What follows belongs to an exercise in optimizing a design on an open flow for small area; a production flow would make more cautious choices. At most, simulation tests tie the RTL to the original design; equivalence was not proved. Only the layout flow was run in runs 1 and 3; the RTL was not checked for function there. Power figures rest on the tool's default switching activity, not on a simulated workload.

<file path="flow/flow/run.sh">
#!/bin/bash
# Layout: the standard ORFS flow, with minimum-size port buffers and
# area/power recovery of non-critical gates after global routing.
set -euo pipefail
cd "$(dirname "$0")/.."
bash standard.sh \
	BUFFER_PORTS_ARGS="-buffer_cell sky130_fd_sc_hd__buf_1" \
	RECOVER_POWER=100 \
	finish > flow_standard.log 2>&1
</file>
<file path="flow/standard.sh">
#!/bin/bash
# synth_recipe.tcl (not shown) runs the flow's synth.tcl, then flattens the netlist and writes it again
# the make line also repeats each setting of config.mk as NAME=value (left out here)
make -C /OpenROAD-flow-scripts/flow DESIGN_CONFIG=/design/flow/config.mk WORK_HOME=/design/flow/orfs CLKGATE_MAP_FILE= SYNTH_SCRIPT=/design/flow/synth_recipe.tcl "${@:-finish}"
</file>
<file path="flow/config.mk">
export PLATFORM = sky130hd
export DESIGN_NAME = board_updater
export DESIGN_NICKNAME = board_updater
export VERILOG_FILES = /design/flow/design.v
export SDC_FILE = /design/flow/constraint.sdc
export NUM_CORES = 4
export LEC_CHECK = 0
export CAP_MARGIN = 20
export CORE_AREA = 3 3 267 77
export DIE_AREA = 0 0 270 80
export SLEW_MARGIN = 20
export SYNTH_HIERARCHICAL = 1
</file>
<file path="flow/constraint.sdc">
create_clock -name core_clock -period 12.0 [get_ports {clk}]
set_input_delay 2.4000 -clock core_clock [delete_from_list [all_inputs] [get_ports {clk}]]
set_output_delay 2.4000 -clock core_clock [all_outputs]
set_load 0.01 [all_outputs]
</file>
<file path="flow/design.v">
package piece_pkg;
	localparam int KIND_W = 6;  
	localparam int CODE_W = 6;  
	localparam int KIND_CODE_W = CODE_W - 1;
	typedef enum logic [KIND_W-1:0] {
		KIND_PAWN   = 6'b000001,
		KIND_ROOK   = 6'b000010,
		KIND_KNIGHT = 6'b000100,
		KIND_BISHOP = 6'b001000,
		KIND_QUEEN  = 6'b010000,
		KIND_KING   = 6'b100000
	} piece_kind_e;
	typedef enum logic [KIND_CODE_W-1:0] {
		CODE_KNIGHT = 5'b00001,
		CODE_PAWN   = 5'b00010,
		CODE_KING   = 5'b00100,
		CODE_BISHOP = 5'b01000,
		CODE_ROOK   = 5'b10000,
		CODE_QUEEN  = 5'b11000
	} kind_code_e;
	localparam logic [CODE_W-1:0] EMPTY_CODE = '0;
	localparam logic COLOR_WHITE = 1'b1;
	localparam logic COLOR_BLACK = 1'b0;
endpackage
package board_pkg;
	localparam int NUM_SQUARES = 64;
	localparam int RANK_LEN = 8;  
	typedef enum logic [2:0] {
		MOVE_NONE    = 3'd0,  
		MOVE_QUIET   = 3'd1,
		MOVE_CAPTURE = 3'd2,
		UNDO_QUIET   = 3'd3,
		UNDO_CAPTURE = 3'd4
	} move_kind_e;
endpackage
module inv_cell (
	input  logic a,
	output logic y
);
	assign y = !a;
endmodule
module nand2_cell (
	input  logic a,
	input  logic b,
	output logic y
);
	assign y = !(a && b);
endmodule
module nor2_cell (
	input  logic a,
	input  logic b,
	output logic y
);
	assign y = !(a || b);
endmodule
module nor3_cell (
	input  logic a,
	input  logic b,
	input  logic c,
	output logic y
);
	assign y = !(a || b || c);
endmodule
module nor4_cell (
	input  logic a,
	input  logic b,
	input  logic c,
	input  logic d,
	output logic y
);
	assign y = !(a || b || c || d);
endmodule
module or_nand_cell (
	input  logic a1,
	input  logic a2,
	input  logic b1,
	input  logic b2,
	output logic y
);
	assign y = !((a1 || a2) && (b1 || b2));
endmodule
module piece_encoder (
	input  logic [piece_pkg::KIND_W-1:0]      kind,
	output logic [piece_pkg::KIND_CODE_W-1:0] code,
	output logic                              one_hot,
	output logic                              any
);
	assign code = {kind[1] | kind[4], kind[3] | kind[4], kind[5], kind[0], kind[2]};
	logic [2:0] hi, lo;
	assign hi = {kind[5] | kind[4], kind[3] | kind[2], kind[5] | kind[3] | kind[1]};
	assign lo = {kind[3] | kind[2] | kind[1] | kind[0], kind[5] | kind[4] | kind[1] | kind[0],
		kind[4] | kind[2] | kind[0]};
	assign one_hot = &(hi ^ lo);
	assign any     = |kind;
endmodule
module move_classifier (
	input  logic                         enable,
	input  logic                         color_type,
	input  logic                         undo,
	input  logic [63:0]                  initial_position,
	input  logic [63:0]                  moved_position,
	input  logic [piece_pkg::KIND_W-1:0] moving_piece,
	input  logic [piece_pkg::KIND_W-1:0] captured_piece,
	output logic                         move_ok,
	output logic [2:0]                   orank_n,  
	output logic [2:0]                   ofile_n,
	output logic [2:0]                   drank_n,
	output logic [2:0]                   dfile_n,
	output logic [piece_pkg::CODE_W-1:0] origin_code_n,  
	output logic [piece_pkg::CODE_W-1:0] dest_code_n
);
	logic       o_ok, d_ok;
	logic       o_top, o_low, d_top, d_low;
	logic [4:0] mover_kind, captured_kind;
	logic       mover_ok, captured_ok, captured_any;
	logic       same_square, promote;
	square_index u_origin_index (
		.pos      (initial_position),
		.rank_n   (orank_n),
		.file_n   (ofile_n),
		.ok       (o_ok),
		.top_rank (o_top),
		.low_rank (o_low)
	);
	square_index u_dest_index (
		.pos      (moved_position),
		.rank_n   (drank_n),
		.file_n   (dfile_n),
		.ok       (d_ok),
		.top_rank (d_top),
		.low_rank (d_low)
	);
	piece_encoder u_mover_enc (
		.kind    (moving_piece),
		.code    (mover_kind),
		.one_hot (mover_ok),
		.any     ()
	);
	piece_encoder u_captured_enc (
		.kind    (captured_piece),
		.code    (captured_kind),
		.one_hot (captured_ok),
		.any     (captured_any)
	);
	assign same_square = (ofile_n == dfile_n) && (orank_n == drank_n);
	assign move_ok     = enable && o_ok && d_ok && !same_square && mover_ok &&
		(captured_ok || !captured_any);
	assign promote = moving_piece[0] && (color_type ? d_top : d_low);
	always_comb begin
		origin_code_n = ~(undo ? {color_type, mover_kind} : piece_pkg::EMPTY_CODE);
		if (undo)
			dest_code_n = ~(captured_any ? {~color_type, captured_kind} : piece_pkg::EMPTY_CODE);
		else
			dest_code_n = ~{color_type, promote ? piece_pkg::CODE_QUEEN : mover_kind};
	end
endmodule
module square_index (
	input  logic [63:0] pos,
	output logic [2:0]  rank_n,
	output logic [2:0]  file_n,
	output logic        ok,
	output logic        top_rank,
	output logic        low_rank
);
	logic [7:0] rank_any, file_any;
	logic [2:0] rank_bad, file_bad;
	logic [2:0] rank_lo_n, file_lo_n;
	logic       rank_ok, file_ok, none;
	for (genvar k = 0; k < 8; k++) begin : g_any
		or8 u_rank (.v(pos[8*k +: 8]), .y(rank_any[k]));
		or8 u_file (
			.v ({pos[56 + k], pos[48 + k], pos[40 + k], pos[32 + k],
			     pos[24 + k], pos[16 + k], pos[8 + k], pos[k]}),
			.y (file_any[k])
		);
	end
	onehot8 u_rank (.v(rank_any), .idx_n(rank_n), .lo_n(rank_lo_n), .bad(rank_bad));
	onehot8 u_file (.v(file_any), .idx_n(file_n), .lo_n(file_lo_n), .bad(file_bad));
	assign none     = rank_n[0] && rank_lo_n[0];
	assign ok       = !none && !(|rank_bad) && !(|file_bad);
	assign top_rank = rank_any[7];
	assign low_rank = rank_any[0];
endmodule
module or8 (
	input  logic [7:0] v,
	output logic       y
);
	logic lo_n, hi_n;
	nor4_cell u_lo (.a(v[0]), .b(v[1]), .c(v[2]), .d(v[3]), .y(lo_n));
	nor4_cell u_hi (.a(v[4]), .b(v[5]), .c(v[6]), .d(v[7]), .y(hi_n));
	nand2_cell u_or (.a(lo_n), .b(hi_n), .y(y));
endmodule
module onehot8 (
	input  logic [7:0] v,
	output logic [2:0] idx_n,
	output logic [2:0] lo_n,
	output logic [2:0] bad
);
	nor4_cell u_hi0 (.a(v[1]), .b(v[3]), .c(v[5]), .d(v[7]), .y(idx_n[0]));
	nor4_cell u_lo0 (.a(v[0]), .b(v[2]), .c(v[4]), .d(v[6]), .y(lo_n[0]));
	nor4_cell u_hi1 (.a(v[2]), .b(v[3]), .c(v[6]), .d(v[7]), .y(idx_n[1]));
	nor4_cell u_lo1 (.a(v[0]), .b(v[1]), .c(v[4]), .d(v[5]), .y(lo_n[1]));
	nor4_cell u_hi2 (.a(v[4]), .b(v[5]), .c(v[6]), .d(v[7]), .y(idx_n[2]));
	nor4_cell u_lo2 (.a(v[0]), .b(v[1]), .c(v[2]), .d(v[3]), .y(lo_n[2]));
	for (genvar j = 0; j < 3; j++) begin : g_bad
		nor2_cell u_bad (.a(idx_n[j]), .b(lo_n[j]), .y(bad[j]));
	end
endmodule
module square_writer (
	input  logic                                valid,
	input  logic [2:0]                          orank_n,  
	input  logic [2:0]                          ofile_n,
	input  logic [2:0]                          drank_n,
	input  logic [2:0]                          dfile_n,
	input  logic [piece_pkg::CODE_W-1:0]        origin_code_n,
	input  logic [piece_pkg::CODE_W-1:0]        dest_code_n,
	output logic [63:0]                         square_en,
	output logic [63:0][piece_pkg::CODE_W-1:0] square_code
);
	logic [7:0] o_rank, o_file, d_rank, d_file;
	rank_decoder u_orank (.valid(valid), .idx_n(orank_n), .sel(o_rank));
	rank_decoder u_drank (.valid(valid), .idx_n(drank_n), .sel(d_rank));
	file_decoder u_ofile (.idx_n(ofile_n), .sel(o_file));
	file_decoder u_dfile (.idx_n(dfile_n), .sel(d_file));
	for (genvar r = 0; r < 8; r++) begin : g_rank
		for (genvar f = 0; f < 8; f++) begin : g_file
			square_cell u_cell (
				.o_rank        (o_rank[r]),
				.o_file        (o_file[f]),
				.d_rank        (d_rank[r]),
				.d_file        (d_file[f]),
				.origin_code_n (origin_code_n),
				.dest_code_n   (dest_code_n),
				.en            (square_en[8*r + f]),
				.code          (square_code[8*r + f])
			);
		end
	end
endmodule
module rank_decoder (
	input  logic       valid,
	input  logic [2:0] idx_n,
	output logic [7:0] sel
);
	logic       valid_n;
	logic [2:0] idx;
	inv_cell u_valid (.a(valid), .y(valid_n));
	for (genvar j = 0; j < 3; j++) begin : g_inv
		inv_cell u_inv (.a(idx_n[j]), .y(idx[j]));
	end
	for (genvar k = 0; k < 8; k++) begin : g_sel
		nor4_cell u_sel (
			.a (valid_n),
			.b (k[0] ? idx_n[0] : idx[0]),
			.c (k[1] ? idx_n[1] : idx[1]),
			.d (k[2] ? idx_n[2] : idx[2]),
			.y (sel[k])
		);
	end
endmodule
module file_decoder (
	input  logic [2:0] idx_n,
	output logic [7:0] sel
);
	logic [2:0] idx;
	for (genvar j = 0; j < 3; j++) begin : g_inv
		inv_cell u_inv (.a(idx_n[j]), .y(idx[j]));
	end
	for (genvar k = 0; k < 8; k++) begin : g_sel
		nor3_cell u_sel (
			.a (k[0] ? idx_n[0] : idx[0]),
			.b (k[1] ? idx_n[1] : idx[1]),
			.c (k[2] ? idx_n[2] : idx[2]),
			.y (sel[k])
		);
	end
endmodule
module square_cell (
	input  logic                         o_rank,
	input  logic                         o_file,
	input  logic                         d_rank,
	input  logic                         d_file,
	input  logic [piece_pkg::CODE_W-1:0] origin_code_n,
	input  logic [piece_pkg::CODE_W-1:0] dest_code_n,
	output logic                         en,
	output logic [piece_pkg::CODE_W-1:0] code
);
	logic origin_n, dest_n;
	nand2_cell u_origin (.a(o_rank), .b(o_file), .y(origin_n));
	nand2_cell u_dest   (.a(d_rank), .b(d_file), .y(dest_n));
	nand2_cell u_en     (.a(origin_n), .b(dest_n), .y(en));
	for (genvar b = 0; b < piece_pkg::CODE_W; b++) begin : g_bit
		or_nand_cell u_code (
			.a1 (origin_n),
			.a2 (origin_code_n[b]),
			.b1 (dest_n),
			.b2 (dest_code_n[b]),
			.y  (code[b])
		);
	end
endmodule
module board_updater #(
	parameter int NUM_SQUARES = board_pkg::NUM_SQUARES,
	parameter int RANK_LEN    = board_pkg::RANK_LEN
) (
	input  logic                                           clk,
	input  logic                                           arst_n,
	input  logic                                           enable,
	input  logic                                           color_type,  
	input  logic                                           undo,
	input  logic [NUM_SQUARES-1:0]                         initial_position,
	input  logic [NUM_SQUARES-1:0]                         moved_position,
	input  logic [piece_pkg::KIND_W-1:0]                   moving_piece,
	input  logic [piece_pkg::KIND_W-1:0]                   captured_piece,
	output logic [NUM_SQUARES-1:0]                         square_en,
	output logic [NUM_SQUARES-1:0][piece_pkg::CODE_W-1:0] square_code
);
	logic                         move_ok;
	logic [2:0]                   orank_n, ofile_n, drank_n, dfile_n;  
	logic [piece_pkg::CODE_W-1:0] origin_code_n, dest_code_n;
	move_classifier u_classifier (
		.enable           (enable),
		.color_type       (color_type),
		.undo             (undo),
		.initial_position (initial_position),
		.moved_position   (moved_position),
		.moving_piece     (moving_piece),
		.captured_piece   (captured_piece),
		.move_ok          (move_ok),
		.orank_n          (orank_n),
		.ofile_n          (ofile_n),
		.drank_n          (drank_n),
		.dfile_n          (dfile_n),
		.origin_code_n    (origin_code_n),
		.dest_code_n      (dest_code_n)
	);
	logic                         s1_valid, s2_valid;
	logic [2:0]                   s1_orank_n, s1_ofile_n, s1_drank_n, s1_dfile_n;
	logic [2:0]                   s2_orank_n, s2_ofile_n, s2_drank_n, s2_dfile_n;
	logic [piece_pkg::CODE_W-1:0] s1_origin_code_n, s1_dest_code_n;
	logic [piece_pkg::CODE_W-1:0] s2_origin_code_n, s2_dest_code_n;
	always_ff @(posedge clk or negedge arst_n) begin
		if (!arst_n) begin
			s1_valid <= 1'b0;
			s2_valid <= 1'b0;
		end else begin
			s1_valid <= move_ok;
			s2_valid <= s1_valid;
		end
	end
	always_ff @(posedge clk) begin
		s1_orank_n       <= orank_n;
		s1_ofile_n       <= ofile_n;
		s1_drank_n       <= drank_n;
		s1_dfile_n       <= dfile_n;
		s1_origin_code_n <= origin_code_n;
		s1_dest_code_n   <= dest_code_n;
		s2_orank_n       <= s1_orank_n;
		s2_ofile_n       <= s1_ofile_n;
		s2_drank_n       <= s1_drank_n;
		s2_dfile_n       <= s1_dfile_n;
		s2_origin_code_n <= s1_origin_code_n;
		s2_dest_code_n   <= s1_dest_code_n;
	end
	square_writer u_writer (
		.valid         (s2_valid),
		.orank_n       (s2_orank_n),
		.ofile_n       (s2_ofile_n),
		.drank_n       (s2_drank_n),
		.dfile_n       (s2_dfile_n),
		.origin_code_n (s2_origin_code_n),
		.dest_code_n   (s2_dest_code_n),
		.square_en     (square_en),
		.square_code   (square_code)
	);
endmodule
</file>
==> metrics.yaml, run 1 <==
irDropWorstVdd_mv: 0.05526
ios: 593
drtPass1Iterations: 6
grtUsageTotal_pct: 33.44
cp.required_ns: 9.60
synth.avg_cell_area_um2: 7.205
cts_setup_buffers: 0
grt_max_degree: 65
maxSlewHeadroom_pct: -49.23
die_w_um: 270
final_nets: 1625
timing.critical_path.to: "square_code[238]"
num_rows: 26
grt_overflow: 0
fp.dieH_um: 80
synth_nets: 1015
clk_latency_ns: 0.28
area_growth_pct: 42.14
grt_pass1_wl_mm: 58.08
critPathCaptureType: "primary output"
synth_warnings: 8
critPathLaunch: "s2_orank_n[0]"
finClkSkew_ns: 0.004844
r2r_end: "s2_valid"
cts_sinks: 50
grt_pass1_vias: 9769
hold_buffers: 0
cts-root-buf: "clkbuf_16"
setup_tns_ns: 0
via_per_inst: 6.487
critPathMaxFanout: 8
setup_violations: 0
powerDensity_mw_per_mm2: 48.35
cts_tree: "built"
fmax_mhz: 160.4
numCtsBuffers: 5
worstRegToRegCells: 0
arrival_ns: 3.84
avgRoutedWirePerCell_um: 23.34
rrSetupSlack_ns: 11.53
drt_wl_total_mm: 40.75
final_cells: 1746
place.gp.congestion: 0.9613
vias: 11330
path_class: "reg2out"
r2r-start: "s1_valid"
period_share_pct: 51.96
drv_slew: 72
antenna_left: 0
start_kind: "flip-flop"
clock_path_buffers: 2
drc: 0
io_buffers: 592
antenna_found_initial: 0
drt_iter0_markers: 2149
fin_crit_ns: 6.236
worst_pin_slew_ns: 2.218
n_antenna_cell: 0
start_util_pct: 33.63
cts.clk_slew.worst_paths_ns: 0.06
core_mm2: 0.01864
htree_levels: 2
status: "finished with violations"
synth_area_mm2: 0.006269
synthCells: 870
cts_resized: 0
rsz0062_at_grt: "false"
layout.failed_checks: "max-capacitance violations, max-slew violations"
layout-drive-gt1-share_pct: 9.189
dieArea_mm2: 0.02160
hold_violations: 0
min_path_type: "reg2reg"
leakage_nw: 2.477
dp.cells: 1739
hpwl_mm: 29.28
drv_cap: 8
[critical path, cell delays in order, from the launching register on]
cell     delay [ns]
dfxtp_1        0.46
inv_1          0.16
nor4_1         1.78
nand2_1        0.60
o22ai_1        0.35
buf_1          0.19
[worst min-delay path by stage]
| stage | startpoint | slack, ns | to | depth (start not counted) |
|---|---|---|---|---|
| floorplan | s1_dest_code_n[0] | 0.31 | s2_dest_code_n[0] | 0 |
| global placement | s1_origin_code_n[1] | 0.31 | s2_origin_code_n[1] | 0 |
| detailed placement | s1_dest_code_n[2] | 0.31 | s2_dest_code_n[2] | 0 |
| CTS | s1_origin_code_n[4] | 0.33 | s2_origin_code_n[4] | 0 |
| global route | s1_origin_code_n[4] | 0.33 | s2_origin_code_n[4] | 0 |
| finish | s1_origin_code_n[4] | 0.33 | s2_origin_code_n[4] | 0 |
[cell type report]
type	instances	area [µm²]
Sequential cell	50	1026
Multi-Input combinational cell	792	4984
Timing Repair Buffer	610	2346
Tap cell	266	332.8
Fill cell	2059	9731
Clock buffer	7	142.6
Inverter	21	78.83
[stage by stage]
stage,hold slack [ns],worst slack [ns],total power [mW],utilization [%],instance area (µm²)
5_1_grt,0.3292,5.703,0.4462,47.80,8910
3_3_place_gp,0.3114,7.041,0.2942,47.84,8917
6_report,0.3257,5.764,0.4308,47.80,8910
2_1_floorplan,0.3096,7.661,0.2296,-,6269
4_1_cts,0.3258,6.698,0.4298,48.63,9065
3_5_place_dp,0.3120,7.020,0.2949,47.87,8922
[report_power, final]
part	internal (mW)	leakage (nW)	switching, mW
Combinational	0.0297	1.99	0.0867
Clock	0.0817	0.0700	0.0528
Sequential	0.172	0.421	0.00783
Total	0.283	2.48	0.147
[sequential cells by signal (all words and copies together), names as in the netlist]
| name | cells |
|---|---|
| s2_drank_n | 3 |
| s2_orank_n | 3 |
| s2_dfile_n | 3 |
| s2_dest_code_n | 6 |
| s2_origin_code_n | 6 |
| s1_valid | 1 |
| s1_orank_n | 3 |
| s1_dfile_n | 3 |
| s1_origin_code_n | 6 |
| s2_valid | 1 |
| s1_drank_n | 3 |
| s2_ofile_n | 3 |
| s1_ofile_n | 3 |
| s1_dest_code_n | 6 |
[routing by layer]
layer  global-route usage, %  up-vias  wire length, µm
li1                        -     4909                -
met1                   44.75     5337            16260
met2                   55.45      950            18650
met3                   7.229      130             5070
met4                   7.120        0              761
met5                       0        -                0
[layout by cell type (no fill, tap or decap), drive strengths merged, types with 3 or more instances in the layout]
master  instances
a32oi           3
buf           606
clkbuf         11
dfxtp          48
inv            21
nand2         235
nor2           15
nor3           18
nor4          105
o22ai         384
or4             4
xor2            8
==> run 2, diff against run 1 <==
--- a/flow/design.v
+++ b/flow/design.v
@@ -80,18 +80,44 @@
 	assign y = !((a1 || a2) && (b1 || b2));
 endmodule
 module piece_encoder (
-	input  logic [piece_pkg::KIND_W-1:0]      kind,
-	output logic [piece_pkg::KIND_CODE_W-1:0] code,
-	output logic                              one_hot,
-	output logic                              any
+	input  logic                         color_type,
+	input  logic                         undo,
+	input  logic                         far_white,  
+	input  logic                         far_black,  
+	input  logic [piece_pkg::KIND_W-1:0] moving_piece,
+	input  logic [piece_pkg::KIND_W-1:0] captured_piece,
+	output logic                         pieces_ok,
+	output logic [piece_pkg::CODE_W-1:0] origin_code_n,
+	output logic [piece_pkg::CODE_W-1:0] dest_code_n
 );
-	assign code = {kind[1] | kind[4], kind[3] | kind[4], kind[5], kind[0], kind[2]};
-	logic [2:0] hi, lo;
-	assign hi = {kind[5] | kind[4], kind[3] | kind[2], kind[5] | kind[3] | kind[1]};
-	assign lo = {kind[3] | kind[2] | kind[1] | kind[0], kind[5] | kind[4] | kind[1] | kind[0],
-		kind[4] | kind[2] | kind[0]};
-	assign one_hot = &(hi ^ lo);
-	assign any     = |kind;
+	logic [piece_pkg::KIND_CODE_W-1:0] mover_kind, captured_kind;
+	logic [2:0] m_hi, m_lo, c_hi, c_lo;
+	logic       captured_any, promote;
+	function automatic logic [piece_pkg::KIND_CODE_W-1:0] kind_code(input logic [5:0] k);
+		kind_code = {k[1] | k[4], k[3] | k[4], k[5], k[0], k[2]};
+	endfunction
+	function automatic logic [2:0] hi_side(input logic [5:0] k);
+		hi_side = {k[5] | k[4], k[3] | k[2], k[5] | k[3] | k[1]};
+	endfunction
+	function automatic logic [2:0] lo_side(input logic [5:0] k);
+		lo_side = {k[3] | k[2] | k[1] | k[0], k[5] | k[4] | k[1] | k[0], k[4] | k[2] | k[0]};
+	endfunction
+	assign mover_kind    = kind_code(moving_piece);
+	assign captured_kind = kind_code(captured_piece);
+	assign m_hi          = hi_side(moving_piece);
+	assign m_lo          = lo_side(moving_piece);
+	assign c_hi          = hi_side(captured_piece);
+	assign c_lo          = lo_side(captured_piece);
+	assign captured_any  = c_hi[0] | c_lo[0];
+	assign pieces_ok = (m_hi[0] | m_lo[0]) && !(|(m_hi & m_lo)) && !(|(c_hi & c_lo));
+	assign promote = moving_piece[0] && (color_type ? far_white : far_black);
+	always_comb begin
+		origin_code_n = ~(undo ? {color_type, mover_kind} : piece_pkg::EMPTY_CODE);
+		if (undo)
+			dest_code_n = ~(captured_any ? {~color_type, captured_kind} : piece_pkg::EMPTY_CODE);
+		else
+			dest_code_n = ~{color_type, promote ? piece_pkg::CODE_QUEEN : mover_kind};
+	end
 endmodule
 module move_classifier (
 	input  logic                         enable,
@@ -110,61 +136,56 @@
 	output logic [piece_pkg::CODE_W-1:0] dest_code_n
 );
 	logic       o_ok, d_ok;
-	logic       o_top, o_low, d_top, d_low;
-	logic [4:0] mover_kind, captured_kind;
-	logic       mover_ok, captured_ok, captured_any;
-	logic       same_square, promote;
+	logic       d_top, d_low;
+	logic [2:0] orank_lo_n, ofile_lo_n, drank_lo_n, dfile_lo_n;
+	logic       pieces_ok, same_square;
 	square_index u_origin_index (
 		.pos      (initial_position),
 		.rank_n   (orank_n),
 		.file_n   (ofile_n),
+		.rank_lo_n(orank_lo_n),
+		.file_lo_n(ofile_lo_n),
 		.ok       (o_ok),
-		.top_rank (o_top),
-		.low_rank (o_low)
+		.top_rank (),
+		.low_rank ()
 	);
 	square_index u_dest_index (
 		.pos      (moved_position),
 		.rank_n   (drank_n),
 		.file_n   (dfile_n),
+		.rank_lo_n(drank_lo_n),
+		.file_lo_n(dfile_lo_n),
 		.ok       (d_ok),
 		.top_rank (d_top),
 		.low_rank (d_low)
 	);
-	piece_encoder u_mover_enc (
-		.kind    (moving_piece),
-		.code    (mover_kind),
-		.one_hot (mover_ok),
-		.any     ()
-	);
-	piece_encoder u_captured_enc (
-		.kind    (captured_piece),
-		.code    (captured_kind),
-		.one_hot (captured_ok),
-		.any     (captured_any)
+	piece_encoder u_pieces (
+		.color_type     (color_type),
+		.undo           (undo),
+		.far_white      (d_top),
+		.far_black      (d_low),
+		.moving_piece   (moving_piece),
+		.captured_piece (captured_piece),
+		.pieces_ok      (pieces_ok),
+		.origin_code_n  (origin_code_n),
+		.dest_code_n    (dest_code_n)
 	);
-	assign same_square = (ofile_n == dfile_n) && (orank_n == drank_n);
-	assign move_ok     = enable && o_ok && d_ok && !same_square && mover_ok &&
-		(captured_ok || !captured_any);
-	assign promote = moving_piece[0] && (color_type ? d_top : d_low);
-	always_comb begin
-		origin_code_n = ~(undo ? {color_type, mover_kind} : piece_pkg::EMPTY_CODE);
-		if (undo)
-			dest_code_n = ~(captured_any ? {~color_type, captured_kind} : piece_pkg::EMPTY_CODE);
-		else
-			dest_code_n = ~{color_type, promote ? piece_pkg::CODE_QUEEN : mover_kind};
-	end
+	assign same_square = &((~orank_n & ~drank_n) | (~orank_lo_n & ~drank_lo_n)) &&
+		&((~ofile_n & ~dfile_n) | (~ofile_lo_n & ~dfile_lo_n));
+	assign move_ok     = enable && o_ok && d_ok && !same_square && pieces_ok;
 endmodule
 module square_index (
 	input  logic [63:0] pos,
 	output logic [2:0]  rank_n,
 	output logic [2:0]  file_n,
+	output logic [2:0]  rank_lo_n,
+	output logic [2:0]  file_lo_n,
 	output logic        ok,
 	output logic        top_rank,
 	output logic        low_rank
 );
 	logic [7:0] rank_any, file_any;
 	logic [2:0] rank_bad, file_bad;
-	logic [2:0] rank_lo_n, file_lo_n;
 	logic       rank_ok, file_ok, none;
 	for (genvar k = 0; k < 8; k++) begin : g_any
 		or8 u_rank (.v(pos[8*k +: 8]), .y(rank_any[k]));
==> flow/flow/run.sh (replaced) <==
#!/bin/bash
# Layout: the standard ORFS flow, with minimum-size port buffers, and the
# synthesized netlist's combinational cells set to their smallest size before
# floorplanning (repair_design sizes up what needs it).
set -euo pipefail
cd "$(dirname "$0")/.."
KNOBS=(BUFFER_PORTS_ARGS="-buffer_cell sky130_fd_sc_hd__buf_1")
RES=orfs/results/sky130hd/board_updater/base
bash standard.sh "${KNOBS[@]}" synth > flow_synth.log 2>&1
python3 flow/downsize.py "$FLOW_HOME/platforms/sky130hd/lib/sky130_fd_sc_hd__tt_025C_1v80.lib" \
	$RES/1_2_yosys.v > flow_downsize.log 2>&1
rm -f $RES/1_synth.odb
bash standard.sh "${KNOBS[@]}" finish > flow_finish.log 2>&1
==> flow/flow/downsize.py (new file) <==
#!/usr/bin/env python3
"""Swap every combinational cell of a synthesized netlist for the smallest cell
of the same kind (same name up to the drive-strength suffix). Flip-flops and
latches keep their cells. The placer's repair later sizes up what needs it."""
import re
import sys

lib, netlist = sys.argv[1], sys.argv[2]

area = {}
cell = None
for line in open(lib):
    m = re.match(r'\s*cell\s*\(\s*"?(sky130_fd_sc_hd__\w+?)"?\s*\)', line)
    if m:
        cell = m.group(1)
        continue
    m = re.match(r'\s*area\s*:\s*([0-9.]+)', line)
    if m and cell:
        area[cell] = float(m.group(1))
        cell = None

def kind(c):
    m = re.match(r'(sky130_fd_sc_hd__\w+)_(\d+)$', c)
    return m.group(1) if m else None

smallest = {}
for c, a in area.items():
    k = kind(c)
    if k is None or 'lpflow' in k:
        continue
    if k not in smallest or a < area[smallest[k]]:
        smallest[k] = c

keep = re.compile(r'sky130_fd_sc_hd__(df|sdf|edf|dl|conb|tap|fill|decap)')
text = open(netlist).read()
swaps = {}

def swap(m):
    c = m.group(0)
    k = kind(c)
    if keep.match(c) or k not in smallest or smallest[k] == c:
        return c
    swaps[c] = swaps.get(c, 0) + 1
    return smallest[k]

text = re.sub(r'sky130_fd_sc_hd__\w+', swap, text)
open(netlist, 'w').write(text)
for c, n in sorted(swaps.items()):
    print(f'{n} x {c} -> {smallest[kind(c)]}')
==> run 2 against run 1 <==
Now clean on timing, DRC and antenna. Sequential cell count did not move. Global-route usage rose by 5.3 points. Largest cell class unchanged. Register-to-register slack got worse by 0.04 ns. Wire length rose by 13%. Clock power rose by 25%. Synthesized cell count fell by 2.1%. Power rose by 5.9%. Sequential power rose by 11%. Count of clock-buffer cells in the layout fell by 2. Clock skew fell by 0.0014 ns. Critical endpoint is now s1_valid.
==> metrics.yaml, run 2 <==
wl_met3_mm: 7.622
crit_family: "simple AND/OR/NAND/NOR gates"
dr.max_layer_used: "met5"
start_kind: "input port"
layout-drive-gt1-share_pct: 4.909
cp.required_ns: 12.22
grtUsageTotal_pct: 38.70
synth_warnings: 8
start_util_pct: 28.85
cts_sinks: 50
worst-path-buf-inv: 1
cts_setup_buffers: 0
slowest_stage: "nor4_1"
status: "no timing/DRC/antenna violations"
p_int_uw: 296.3
final_cell_mix: "592 x buf_1, 392 x o22ai_1, 229 x nand2_1, 89 x nor4_1, 36 x dfxtp_1"
period_share_pct: 45.35
final_nets: 1631
irDropWorstVdd_mv: 0.05218
ios: 593
drv_slew: 0
grt_pass1_wl_mm: 64.65
hold_violations: 0
fin_crit_ns: 5.442
die_w_um: 270
setup_tns_ns: 0
avgRoutedWirePerCell_um: 26.30
drt_wl_total_mm: 46.11
io_buffers: 592
synth_nets: 997
place_ws_ns: 6.552
final_common_cell: "buf_1"
htree_levels: 2
final_core_util_pct: 45.82
num_rows: 26
synthCells: 852
min_path_type: "reg2reg"
wl_met1_mm: 18.37
max_stage_delay_ns: 0.74
critPathMaxFanout: 3
path_class: "in2reg"
worst_pin_slew_ns: 1.248
cts-root-buf: "clkbuf_16"
drt_iter0_markers: 2458
antenna_found_initial: 0
rsz0062_at_grt: "false"
finClkSkew_ns: 0.003491
drtPass1Iterations: 7
setup_violations: 0
p_sw_share_pct: 35.07
core_mm2: 0.01864
fin_ws_ns: 6.558
r2r-start: "s1_valid"
crit_top_cell: "nor4_1"
power_frac_seq_pct: 43.9
worstRegToRegCells: 0
area_growth_pct: 58.84
drc: 0
dieArea_mm2: 0.02160
r2r_end: "s2_valid"
wl_met2_mm: 18.96
whs_path_depth: 0
comb_power_share_pct: 19.1
final_cell_area_mm2: 0.008542
via_per_inst: 6.787
drv_cap: 0
grt_overflow: 0
fmax_mhz: 183.8
critPathCaptureType: "flip-flop"
power.switching_uw: 160.1
n_antenna_cell: 0
powerDensity_mw_per_mm2: 53.43
hold_buffers: 0
cts_tree: "built"
numCtsBuffers: 5
leakage_nw: 2.454
fp.dieH_um: 80
place.gp.congestion: 1.141
hold_start: "s1_dest_code_n[3]"
vias: 11900
hpwl_mm: 35.90
hold_path_end: "s2_dest_code_n[3]"
fin_hold_ws_ns: 0.3273
cts.clk_slew.worst_paths_ns: 0.07
place_area_mm2: 0.008325
synth.avg_cell_area_um2: 6.312
grt_max_degree: 44
worstPathCellList: "buf_1 -> nor4_1 -> nand2_1 -> nor4_1 -> nor2_1 -> or4_1 -> a2111oi_0 -> nand4_1 -> a31oi_1"
cts_resized: 0
clk_latency_ns: 0.30
rrSetupSlack_ns: 11.49
clock_path_buffers: 2
antenna_left: 0
clkPwrFrac_pct: 37.1
arrival_ns: 5.67
synth_area_mm2: 0.005378
grt_pass1_vias: 10280
maxSlewHeadroom_pct: 16.09
run 2: worst max-delay path by stage:
stage / start / to / slack [ns] / cells after the start
after floorplan: moved_position[11] / s1_valid / 7.70 / 8
after global placement: initial_position[13] / s1_valid / 6.52 / 9
after detailed placement: initial_position[15] / s1_valid / 6.55 / 9
after CTS: s2_orank_n[0] / square_code[44] / 6.74 / 5
after global routing: initial_position[15] / s1_valid / 6.42 / 9
final: initial_position[15] / s1_valid / 6.56 / 9
run 2: area by class of cell:
cell class                      instances  area [µm²]
Fill cell                            2132       10100
Multi-Input combinational cell        787        4468
Timing Repair Buffer                  628        2490
Sequential cell                        50        1026
Tap cell                              266       332.8
Clock buffer                            5       125.1
Inverter                               14       52.55
Clock inverter                          3       47.55
run 2: metrics by stage:
step	instances	total power, mW
2_1_floorplan	852	0.2210
3_3_place_gp	1744	0.2818
3_5_place_dp	1745	0.2826
4_1_cts	1753	0.4505
5_1_grt	1753	0.4693
6_report	1753	0.4564
run 2: power by group through the flow:
| stage | Clock, mW | Combinational, mW | Sequential (mW) |
|---|---|---|---|
| 2_1_floorplan | 0 | 0.0156 | 0.205 |
| 3_3_place_gp | 0 | 0.0802 | 0.202 |
| 3_5_place_dp | 0 | 0.0809 | 0.202 |
| 4_1_cts | 0.172 | 0.0810 | 0.198 |
| 5_1_grt | 0.179 | 0.0894 | 0.200 |
| 6_report | 0.169 | 0.0870 | 0.200 |
run 2: per-layer routing:
layer / global-route usage (%) / vias to the layer above
met2: 54.81 / 1133
met4: 7.713 / 2
met5: 0.2392 / -
met1: 53.88 / 5646
li1: - / 4932
met3: 16.02 / 185
==> run 3, diff against run 2 <==
--- a/flow/design.v
+++ b/flow/design.v
@@ -46,6 +46,23 @@
 );
 	assign y = !(a && b);
 endmodule
+module nand3_cell (
+	input  logic a,
+	input  logic b,
+	input  logic c,
+	output logic y
+);
+	assign y = !(a && b && c);
+endmodule
+module nand4_cell (
+	input  logic a,
+	input  logic b,
+	input  logic c,
+	input  logic d,
+	output logic y
+);
+	assign y = !(a && b && c && d);
+endmodule
 module nor2_cell (
 	input  logic a,
 	input  logic b,
@@ -87,8 +104,8 @@
 	input  logic [piece_pkg::KIND_W-1:0] moving_piece,
 	input  logic [piece_pkg::KIND_W-1:0] captured_piece,
 	output logic                         pieces_ok,
-	output logic [piece_pkg::CODE_W-1:0] origin_code_n,
-	output logic [piece_pkg::CODE_W-1:0] dest_code_n
+	output logic [piece_pkg::CODE_W-1:0] origin_code,
+	output logic [piece_pkg::CODE_W-1:0] dest_code
 );
 	logic [piece_pkg::KIND_CODE_W-1:0] mover_kind, captured_kind;
 	logic [2:0] m_hi, m_lo, c_hi, c_lo;
@@ -112,11 +129,11 @@
 	assign pieces_ok = (m_hi[0] | m_lo[0]) && !(|(m_hi & m_lo)) && !(|(c_hi & c_lo));
 	assign promote = moving_piece[0] && (color_type ? far_white : far_black);
 	always_comb begin
-		origin_code_n = ~(undo ? {color_type, mover_kind} : piece_pkg::EMPTY_CODE);
+		origin_code = undo ? {color_type, mover_kind} : piece_pkg::EMPTY_CODE;
 		if (undo)
-			dest_code_n = ~(captured_any ? {~color_type, captured_kind} : piece_pkg::EMPTY_CODE);
+			dest_code = captured_any ? {~color_type, captured_kind} : piece_pkg::EMPTY_CODE;
 		else
-			dest_code_n = ~{color_type, promote ? piece_pkg::CODE_QUEEN : mover_kind};
+			dest_code = {color_type, promote ? piece_pkg::CODE_QUEEN : mover_kind};
 	end
 endmodule
 module move_classifier (
@@ -132,8 +149,8 @@
 	output logic [2:0]                   ofile_n,
 	output logic [2:0]                   drank_n,
 	output logic [2:0]                   dfile_n,
-	output logic [piece_pkg::CODE_W-1:0] origin_code_n,  
-	output logic [piece_pkg::CODE_W-1:0] dest_code_n
+	output logic [piece_pkg::CODE_W-1:0] origin_code,
+	output logic [piece_pkg::CODE_W-1:0] dest_code
 );
 	logic       o_ok, d_ok;
 	logic       d_top, d_low;
@@ -167,8 +184,8 @@
 		.moving_piece   (moving_piece),
 		.captured_piece (captured_piece),
 		.pieces_ok      (pieces_ok),
-		.origin_code_n  (origin_code_n),
-		.dest_code_n    (dest_code_n)
+		.origin_code    (origin_code),
+		.dest_code      (dest_code)
 	);
 	assign same_square = &((~orank_n & ~drank_n) | (~orank_lo_n & ~drank_lo_n)) &&
 		&((~ofile_n & ~dfile_n) | (~ofile_lo_n & ~dfile_lo_n));
@@ -233,8 +250,8 @@
 	input  logic [2:0]                          ofile_n,
 	input  logic [2:0]                          drank_n,
 	input  logic [2:0]                          dfile_n,
-	input  logic [piece_pkg::CODE_W-1:0]        origin_code_n,
-	input  logic [piece_pkg::CODE_W-1:0]        dest_code_n,
+	input  logic [piece_pkg::CODE_W-1:0]        origin_code,
+	input  logic [piece_pkg::CODE_W-1:0]        dest_code,
 	output logic [63:0]                         square_en,
 	output logic [63:0][piece_pkg::CODE_W-1:0] square_code
 );
@@ -243,6 +260,11 @@
 	rank_decoder u_drank (.valid(valid), .idx_n(drank_n), .sel(d_rank));
 	file_decoder u_ofile (.idx_n(ofile_n), .sel(o_file));
 	file_decoder u_dfile (.idx_n(dfile_n), .sel(d_file));
+	logic [piece_pkg::CODE_W-1:0] origin_code_n, dest_code_n;
+	for (genvar b = 0; b < piece_pkg::CODE_W; b++) begin : g_bit
+		inv_cell u_origin (.a(origin_code[b]), .y(origin_code_n[b]));
+		inv_cell u_dest   (.a(dest_code[b]), .y(dest_code_n[b]));
+	end
 	for (genvar r = 0; r < 8; r++) begin : g_rank
 		for (genvar f = 0; f < 8; f++) begin : g_file
 			square_cell u_cell (
@@ -263,20 +285,20 @@
 	input  logic [2:0] idx_n,
 	output logic [7:0] sel
 );
-	logic       valid_n;
 	logic [2:0] idx;
-	inv_cell u_valid (.a(valid), .y(valid_n));
+	logic [7:0] sel_n;
 	for (genvar j = 0; j < 3; j++) begin : g_inv
 		inv_cell u_inv (.a(idx_n[j]), .y(idx[j]));
 	end
 	for (genvar k = 0; k < 8; k++) begin : g_sel
-		nor4_cell u_sel (
-			.a (valid_n),
-			.b (k[0] ? idx_n[0] : idx[0]),
-			.c (k[1] ? idx_n[1] : idx[1]),
-			.d (k[2] ? idx_n[2] : idx[2]),
-			.y (sel[k])
+		nand4_cell u_sel (
+			.a (valid),
+			.b (k[0] ? idx[0] : idx_n[0]),
+			.c (k[1] ? idx[1] : idx_n[1]),
+			.d (k[2] ? idx[2] : idx_n[2]),
+			.y (sel_n[k])
 		);
+		inv_cell u_drive (.a(sel_n[k]), .y(sel[k]));
 	end
 endmodule
 module file_decoder (
@@ -284,16 +306,18 @@
 	output logic [7:0] sel
 );
 	logic [2:0] idx;
+	logic [7:0] sel_n;
 	for (genvar j = 0; j < 3; j++) begin : g_inv
 		inv_cell u_inv (.a(idx_n[j]), .y(idx[j]));
 	end
 	for (genvar k = 0; k < 8; k++) begin : g_sel
-		nor3_cell u_sel (
-			.a (k[0] ? idx_n[0] : idx[0]),
-			.b (k[1] ? idx_n[1] : idx[1]),
-			.c (k[2] ? idx_n[2] : idx[2]),
-			.y (sel[k])
+		nand3_cell u_sel (
+			.a (k[0] ? idx[0] : idx_n[0]),
+			.b (k[1] ? idx[1] : idx_n[1]),
+			.c (k[2] ? idx[2] : idx_n[2]),
+			.y (sel_n[k])
 		);
+		inv_cell u_drive (.a(sel_n[k]), .y(sel[k]));
 	end
 endmodule
 module square_cell (
@@ -338,7 +362,7 @@
 );
 	logic                         move_ok;
 	logic [2:0]                   orank_n, ofile_n, drank_n, dfile_n;  
-	logic [piece_pkg::CODE_W-1:0] origin_code_n, dest_code_n;
+	logic [piece_pkg::CODE_W-1:0] origin_code, dest_code;
 	move_classifier u_classifier (
 		.enable           (enable),
 		.color_type       (color_type),
@@ -352,14 +376,14 @@
 		.ofile_n          (ofile_n),
 		.drank_n          (drank_n),
 		.dfile_n          (dfile_n),
-		.origin_code_n    (origin_code_n),
-		.dest_code_n      (dest_code_n)
+		.origin_code    (origin_code),
+		.dest_code      (dest_code)
 	);
 	logic                         s1_valid, s2_valid;
 	logic [2:0]                   s1_orank_n, s1_ofile_n, s1_drank_n, s1_dfile_n;
 	logic [2:0]                   s2_orank_n, s2_ofile_n, s2_drank_n, s2_dfile_n;
-	logic [piece_pkg::CODE_W-1:0] s1_origin_code_n, s1_dest_code_n;
-	logic [piece_pkg::CODE_W-1:0] s2_origin_code_n, s2_dest_code_n;
+	logic [piece_pkg::CODE_W-1:0] s1_origin_code, s1_dest_code;
+	logic [piece_pkg::CODE_W-1:0] s2_origin_code, s2_dest_code;
 	always_ff @(posedge clk or negedge arst_n) begin
 		if (!arst_n) begin
 			s1_valid <= 1'b0;
@@ -374,14 +398,14 @@
 		s1_ofile_n       <= ofile_n;
 		s1_drank_n       <= drank_n;
 		s1_dfile_n       <= dfile_n;
-		s1_origin_code_n <= origin_code_n;
-		s1_dest_code_n   <= dest_code_n;
+		s1_origin_code <= origin_code;
+		s1_dest_code   <= dest_code;
 		s2_orank_n       <= s1_orank_n;
 		s2_ofile_n       <= s1_ofile_n;
 		s2_drank_n       <= s1_drank_n;
 		s2_dfile_n       <= s1_dfile_n;
-		s2_origin_code_n <= s1_origin_code_n;
-		s2_dest_code_n   <= s1_dest_code_n;
+		s2_origin_code <= s1_origin_code;
+		s2_dest_code   <= s1_dest_code;
 	end
 	square_writer u_writer (
 		.valid         (s2_valid),
@@ -389,8 +413,8 @@
 		.ofile_n       (s2_ofile_n),
 		.drank_n       (s2_drank_n),
 		.dfile_n       (s2_dfile_n),
-		.origin_code_n (s2_origin_code_n),
-		.dest_code_n   (s2_dest_code_n),
+		.origin_code   (s2_origin_code),
+		.dest_code     (s2_dest_code),
 		.square_en     (square_en),
 		.square_code   (square_code)
 	);
==> flow/flow/run.sh (replaced) <==
#!/bin/bash
# Layout: the standard ORFS flow, with minimum-size port buffers, small
# clock buffers and no dummy clock loads, and the
# synthesized netlist's combinational cells set to their smallest size before
# floorplanning (repair_design sizes up what needs it).
set -euo pipefail
cd "$(dirname "$0")/.."
KNOBS=(
	BUFFER_PORTS_ARGS="-buffer_cell sky130_fd_sc_hd__buf_1"
	CTS_ARGS="-sink_clustering_enable -repair_clock_nets -dont_use_dummy_load -sink_clustering_size 25 -buf_list sky130_fd_sc_hd__clkbuf_8"
)
RES=orfs/results/sky130hd/board_updater/base
bash standard.sh "${KNOBS[@]}" synth > flow_synth.log 2>&1
python3 flow/downsize.py "$FLOW_HOME/platforms/sky130hd/lib/sky130_fd_sc_hd__tt_025C_1v80.lib" \
	$RES/1_2_yosys.v > flow_downsize.log 2>&1
rm -f $RES/1_synth.odb
bash standard.sh "${KNOBS[@]}" finish > flow_finish.log 2>&1
--- a/flow/flow/downsize.py
+++ b/flow/flow/downsize.py
@@ -1,7 +1,9 @@
 #!/usr/bin/env python3
 """Swap every combinational cell of a synthesized netlist for the smallest cell
-of the same kind (same name up to the drive-strength suffix). Flip-flops and
-latches keep their cells. The placer's repair later sizes up what needs it."""
+of the same kind (same name up to the drive-strength suffix), the strongest
+of those when several are equally small; every inverter becomes inv_2, which
+is as small as inv_1. Flip-flops and latches keep their cells. The placer's
+repair later sizes up what needs it."""
 import re
 import sys
 
@@ -28,8 +30,10 @@
     k = kind(c)
     if k is None or 'lpflow' in k:
         continue
-    if k not in smallest or a < area[smallest[k]]:
+    if k not in smallest or a < area[smallest[k]] or (
+            a == area[smallest[k]] and int(c.rsplit('_', 1)[1]) > int(smallest[k].rsplit('_', 1)[1])):
         smallest[k] = c
+smallest['sky130_fd_sc_hd__clkinv'] = smallest['sky130_fd_sc_hd__inv']
 
 keep = re.compile(r'sky130_fd_sc_hd__(df|sdf|edf|dl|conb|tap|fill|decap)')
 text = open(netlist).read()
@@ -38,6 +42,9 @@
 def swap(m):
     c = m.group(0)
     k = kind(c)
+    if k == 'sky130_fd_sc_hd__clkinv':
+        swaps[c] = swaps.get(c, 0) + 1
+        return smallest[k]
     if keep.match(c) or k not in smallest or smallest[k] == c:
         return c
     swaps[c] = swaps.get(c, 0) + 1
==> run 3 against run 2 <==
Still clean on timing, DRC and antenna. Global-route usage shrank 3.4 points. Clock skew grew 0.014 ns. Worst setup slack gained 0.58 ns. Sequential power shrank 14%. Count of clock-buffer cells in the layout is the same. Sequential cell count is the same. Synthesized cell count grew 6.1%. Non-clock buffer count shrank 24. Sequential share of layout area grew 0.17 points. Utilization shrank 1.3 points. Power shrank 18%. Clock power shrank 47%.
==> metrics.yaml, run 3 <==
cts_tree: "built"
cts_sinks: 50
synth_area_mm2: 0.005589
antenna_left: 0
start_util_pct: 29.98
cts_setup_buffers: 0
powerDensity_mw_per_mm2: 45.00
drtPass1Iterations: 10
final_cell_mix: "592 x buf_1, 390 x o22ai_1, 226 x nand2_1, 89 x nor4_1, 59 x inv_2"
core_mm2: 0.01864
multiInputGateArea_mm2: 0.004353
regArea_mm2: 0.001011
wl_met3_mm: 6.816
fmax_mhz: 205.9
power.switching_uw: 138.5
hold_violations: 0
maxSlewHeadroom_pct: 43.99
min_path_type: "reg2reg"
layout-drive-gt1-share_pct: 5.093
grt_pass1_wl_mm: 59.84
critPathCaptureType: "flip-flop"
synthCells: 904
cts.clk_slew.worst_paths_ns: 0.10
synth.avg_cell_area_um2: 6.183
hold_buffers: 0
fin_crit_ns: 4.858
antenna_found_initial: 1
grt_overflow: 0
die_w_um: 270
drv_slew: 0
htree_levels: 2
grt_pass1_vias: 10040
vias: 11840
cts-root-buf: "clkbuf_8"
leakage_nw: 2.571
fp.dieH_um: 80
irDropWorstVdd_mv: 0.04755
hpwl_mm: 31.97
power_frac_seq_pct: 46.2
final_nets: 1659
clock_path_buffers: 2
drt_wl_total_mm: 42.72
setup_tns_ns: 0
period_share_pct: 40.48
final_core_util_pct: 44.52
drt_iter0_markers: 2666
n_antenna_cell: 0
cts_resized: 0
p_sw_share_pct: 37.10
drc: 0
num_rows: 26
rsz0062_at_grt: "false"
setup_violations: 0
worst_pin_slew_ns: 0.8401
clkPwrFrac_pct: 23.8
final_common_cell: "buf_1"
status: "no timing/DRC/antenna violations"
start_kind: "input port"
io_buffers: 592
critPathMaxFanout: 3
p_int_uw: 234.9
dr.max_layer_used: "met5"
grt_max_degree: 65
comb_power_share_pct: 30.0
drv_cap: 0
nFillCells: 2100
via_per_inst: 6.656
wl_met2_mm: 18.38
synth_nets: 1049
finClkSkew_ns: 0.01798
ios: 593
area_growth_pct: 48.49
avgRoutedWirePerCell_um: 24.03
path_class: "in2reg"
dieArea_mm2: 0.02160
place.gp.congestion: 1.002
numCtsBuffers: 5
grtUsageTotal_pct: 35.32
arrival_ns: 5.10
clk_latency_ns: 0.32
cp.required_ns: 12.25
synth_warnings: 8
wl_met1_mm: 16.48
## run 3: final timing paths
check	start	end	slack, ns	depth (start not counted)
setup / recovery	initial_position[43]	s1_valid	7.14	9
hold / removal	s1_drank_n[0]	s2_drank_n[0]	0.33	0
setup reg to reg	s1_valid	s2_valid	11.52	0
hold reg to reg	s1_drank_n[0]	s2_drank_n[0]	0.33	0
max in group asynchronous	arst_n	s2_valid	9.94	1
min in group asynchronous	arst_n	s1_valid	1.88	1
## run 3: area by class of cell
class	instances	share of cell area (%)
Multi-Input combinational cell	794	52.45
Timing Repair Buffer	604	27.86
Sequential cell	50	12.18
Tap cell	266	4.010
Inverter	59	2.668
Clock buffer	5	0.8292
## run 3: critical path, stage by stage
cell       delay, ns
buf_1           0.10
nor4_1          0.48
nand2_1         0.18
nor4_1          0.60
nor2_1          0.07
or4_1           0.52
a2111oi_0       0.41
nand4_1         0.16
a31oi_1         0.18
## run 3: power groups by stage
stage | registers, mW | clock network [mW] | logic [mW]
2_1_floorplan | 0.176 | 0 | 0.0471
3_3_place_gp | 0.176 | 0 | 0.103
3_5_place_dp | 0.176 | 0 | 0.104
4_1_cts | 0.173 | 0.0911 | 0.104
5_1_grt | 0.173 | 0.0978 | 0.115
6_report | 0.172 | 0.0890 | 0.112
## run 3: per-stage QoR
stage               cell area (µm²)  power (mW)  hold WS [ns]  instances  setup slack [ns]
floorplan                      5589      0.2232        0.3096        904             7.702
global placement               8230      0.2794        0.3100       1773             6.905
detailed placement             8230      0.2800        0.3121       1773             6.969
CTS                            8299      0.3677        0.3261       1778             7.294
global route                   8299      0.3856        0.3326       1778             6.979
finish                         8299      0.3734        0.3267       1778             7.142
## run 3: routing by layer
| layer | up-vias | global-route usage [%] |
|---|---|---|
| met3 | 181 | 13.32 |
| met4 | 2 | 7.389 |
| met1 | 5561 | 47.66 |
| li1 | 4979 | - |
| met2 | 1112 | 53.08 |
| met5 | - | 1.196 |
==> run 4, diff against run 3 <==
--- a/flow/design.v
+++ b/flow/design.v
@@ -260,10 +260,12 @@
 	rank_decoder u_drank (.valid(valid), .idx_n(drank_n), .sel(d_rank));
 	file_decoder u_ofile (.idx_n(ofile_n), .sel(o_file));
 	file_decoder u_dfile (.idx_n(dfile_n), .sel(d_file));
-	logic [piece_pkg::CODE_W-1:0] origin_code_n, dest_code_n;
-	for (genvar b = 0; b < piece_pkg::CODE_W; b++) begin : g_bit
-		inv_cell u_origin (.a(origin_code[b]), .y(origin_code_n[b]));
-		inv_cell u_dest   (.a(dest_code[b]), .y(dest_code_n[b]));
+	logic [1:0][piece_pkg::CODE_W-1:0] origin_code_n, dest_code_n;
+	for (genvar h = 0; h < 2; h++) begin : g_half
+		for (genvar b = 0; b < piece_pkg::CODE_W; b++) begin : g_bit
+			inv_cell u_origin (.a(origin_code[b]), .y(origin_code_n[h][b]));
+			inv_cell u_dest   (.a(dest_code[b]), .y(dest_code_n[h][b]));
+		end
 	end
 	for (genvar r = 0; r < 8; r++) begin : g_rank
 		for (genvar f = 0; f < 8; f++) begin : g_file
@@ -272,8 +274,8 @@
 				.o_file        (o_file[f]),
 				.d_rank        (d_rank[r]),
 				.d_file        (d_file[f]),
-				.origin_code_n (origin_code_n),
-				.dest_code_n   (dest_code_n),
+				.origin_code_n (origin_code_n[r / 4]),
+				.dest_code_n   (dest_code_n[r / 4]),
 				.en            (square_en[8*r + f]),
 				.code          (square_code[8*r + f])
 			);
--- a/flow/flow/run.sh
+++ b/flow/flow/run.sh
@@ -7,7 +7,7 @@
 cd "$(dirname "$0")/.."
 KNOBS=(
 	BUFFER_PORTS_ARGS="-buffer_cell sky130_fd_sc_hd__buf_1"
-	CTS_ARGS="-sink_clustering_enable -repair_clock_nets -dont_use_dummy_load -sink_clustering_size 25 -buf_list sky130_fd_sc_hd__clkbuf_8"
+	CTS_ARGS="-sink_clustering_enable -repair_clock_nets -dont_use_dummy_load -buf_list sky130_fd_sc_hd__clkbuf_8"
 )
 RES=orfs/results/sky130hd/board_updater/base
 bash standard.sh "${KNOBS[@]}" synth > flow_synth.log 2>&1
==> run 4 against run 3 <==
Combinational power grew 4%. Utilization shrank 0.24 points. Fmax grew 2.1%. Non-clock buffer count shrank 12. Power grew 0.76%. First-iteration DRC count grew 0.23%.
==> metrics.yaml, run 4 <==
irDropWorstVdd_mv: 0.06534
cts_sinks: 50
hold_buffers: 0
fin_crit_ns: 4.760
status: "no timing/DRC/antenna violations"
dieArea_mm2: 0.02160
critPathMaxFanout: 16
synth.avg_cell_area_um2: 6.151
min_path_type: "reg2reg"
drc: 0
fp.dieH_um: 80
vias: 11950
dp.cells: 1773
grt_pass1_wl_mm: 61.95
final_cell_mix: "592 x buf_1, 390 x o22ai_1, 226 x nand2_1, 89 x nor4_1, 71 x inv_2"
setup_tns_ns: 0
synth_area_mm2: 0.005634
ios: 593
grtUsageTotal_pct: 36.77
drtPass1Iterations: 10
num_rows: 26
clock_path_buffers: 2
hpwl_mm: 31.98
period_share_pct: 39.67
timing.critical_path.to: "square_code[32]"
hold_violations: 0
htree_levels: 2
grt_pass1_vias: 10580
cts.clk_slew.worst_paths_ns: 0.09
via_per_inst: 6.719
worst_pin_slew_ns: 0.8980
drv_cap: 0
clk_latency_ns: 0.30
setup_violations: 0
place.gp.congestion: 0.9618
final_cells: 1778
die_w_um: 270
final_core_util_pct: 44.28
cts-root-buf: "clkbuf_8"
grt_overflow: 0
drt_iter0_markers: 2672
cp.required_ns: 9.60
powerDensity_mw_per_mm2: 45.58
n_antenna_cell: 0
numCtsBuffers: 5
drt_wl_total_mm: 44.25
nFillCells: 2171
drv_slew: 0
final_common_cell: "buf_1"
start_kind: "flip-flop"
core_mm2: 0.01864
synth_nets: 1061
area_growth_pct: 46.50
layout-drive-gt1-share_pct: 5.093
worstRegToRegCells: 0
antenna_found_initial: 1
r2r-start: "s1_ofile_n[1]"
leakage_nw: 2.557
r2r_end: "s2_ofile_n[1]"
rrSetupSlack_ns: 11.46
antenna_left: 0
cts_resized: 0
path_class: "reg2out"
avgRoutedWirePerCell_um: 24.89
finClkSkew_ns: 0.01599
synth_warnings: 8
grt_max_degree: 33
cts_setup_buffers: 0
arrival_ns: 2.36
maxSlewHeadroom_pct: 40.05
rsz0062_at_grt: "false"
critPathLaunch: "s2_valid"
start_util_pct: 30.23
synthCells: 916
critPathCaptureType: "primary output"
io_buffers: 592
fmax_mhz: 210.1
cts_tree: "built"
final_nets: 1659
run 4: power breakdown:
part,leakage (nW),switching (mW),total (mW),internal (mW)
Combinational,2.10,0.0922,0.116,0.0238
Sequential,0.422,0.00253,0.174,0.171
Clock,0.0359,0.0491,0.0868,0.0377
Total,2.56,0.144,0.376,0.232
run 4: worst min path at each step:
stage,startpoint,cells past startpoint,to
2_1_floorplan,s1_dest_code[0],0,s2_dest_code[0]
3_3_place_gp,s1_origin_code[4],0,s2_origin_code[4]
3_5_place_dp,s1_origin_code[3],0,s2_origin_code[3]
4_1_cts,s1_dest_code[4],0,s2_dest_code[4]
5_1_grt,s1_dest_code[4],0,s2_dest_code[4]
6_report,s1_origin_code[5],0,s2_origin_code[5]
run 4: per-layer routing:
| metal | wire (µm) | part of all wire (%) | track usage, % | vias up |
|---|---|---|---|---|
| met1 | 17310 | 39 | 48.80 | 5470 |
| li1 | - | - | - | 4981 |
| met3 | 7339 | 17 | 14.82 | 232 |
| met5 | 86 | 0.19 | 2.871 | - |
| met4 | 1323 | 3.0 | 10.84 | 4 |
| met2 | 18190 | 41 | 53.97 | 1260 |
run 4: area by class of cell:
class	instances	area, µm²	share of cell area, %
Multi-Input combinational cell	794	4353	52.74
Clock buffer	5	68.82	0.8337
Timing Repair Buffer	592	2222	26.92
Sequential cell	50	1011	12.25
Tap cell	266	332.8	4.032
Inverter	71	266.5	3.229
run 4: through the flow:
stage,hold WS (ns),power [mW],setup slack [ns],instance area (µm²)
after floorplan,0.3096,0.2245,7.702,5634
after global placement,0.3118,0.2837,7.137,8185
after detailed placement,0.3121,0.2840,6.944,8185
after CTS,0.3343,0.3683,7.262,8254
after global routing,0.3360,0.3855,6.907,8254
final,0.3300,0.3762,7.240,8254
run 4: worst max-delay path, cell delays in order (launching register included):
cell,delay (ns)
dfrtp_1,0.66
nand4_1,0.18
inv_2,0.30
nand2_1,0.25
o22ai_1,0.44
buf_1,0.23

[separate check: timing with driven ports]
Ports are ideal in the flow. The routed layouts listed here were re-timed in OpenROAD. Step 1 assumes that a clkbuf_16 drives the clock port and a buf_2 every other input. Step 2 also shifts input and output timing later by t, the mid clock arrival at the registers, as if the neighbouring blocks saw the same clock. Three values: no drivers, after step 1, after step 2; two values: the first two.
run | t, ns | slack for setup (ns) | latest minus earliest clock arrival (ns) | pins driven straight from the clock port
run 1 | 0.308 | 5.764 / 5.735 / 6.043 | 0.005 / 0.004 | 1
run 2 | 0.350 | 6.558 / 6.584 / 6.234 | 0.006 / 0.006 | 1
run 3 | 0.341 | 7.142 / 7.153 / 6.812 | 0.024 / 0.024 | 1
run 4 | 0.325 | 7.240 / 7.206 / 6.934 | 0.016 / 0.016 | 1
For run 3, which loses most, drivers alone change the setup slack by +0.011 ns; drivers and shift together by -0.330 ns.
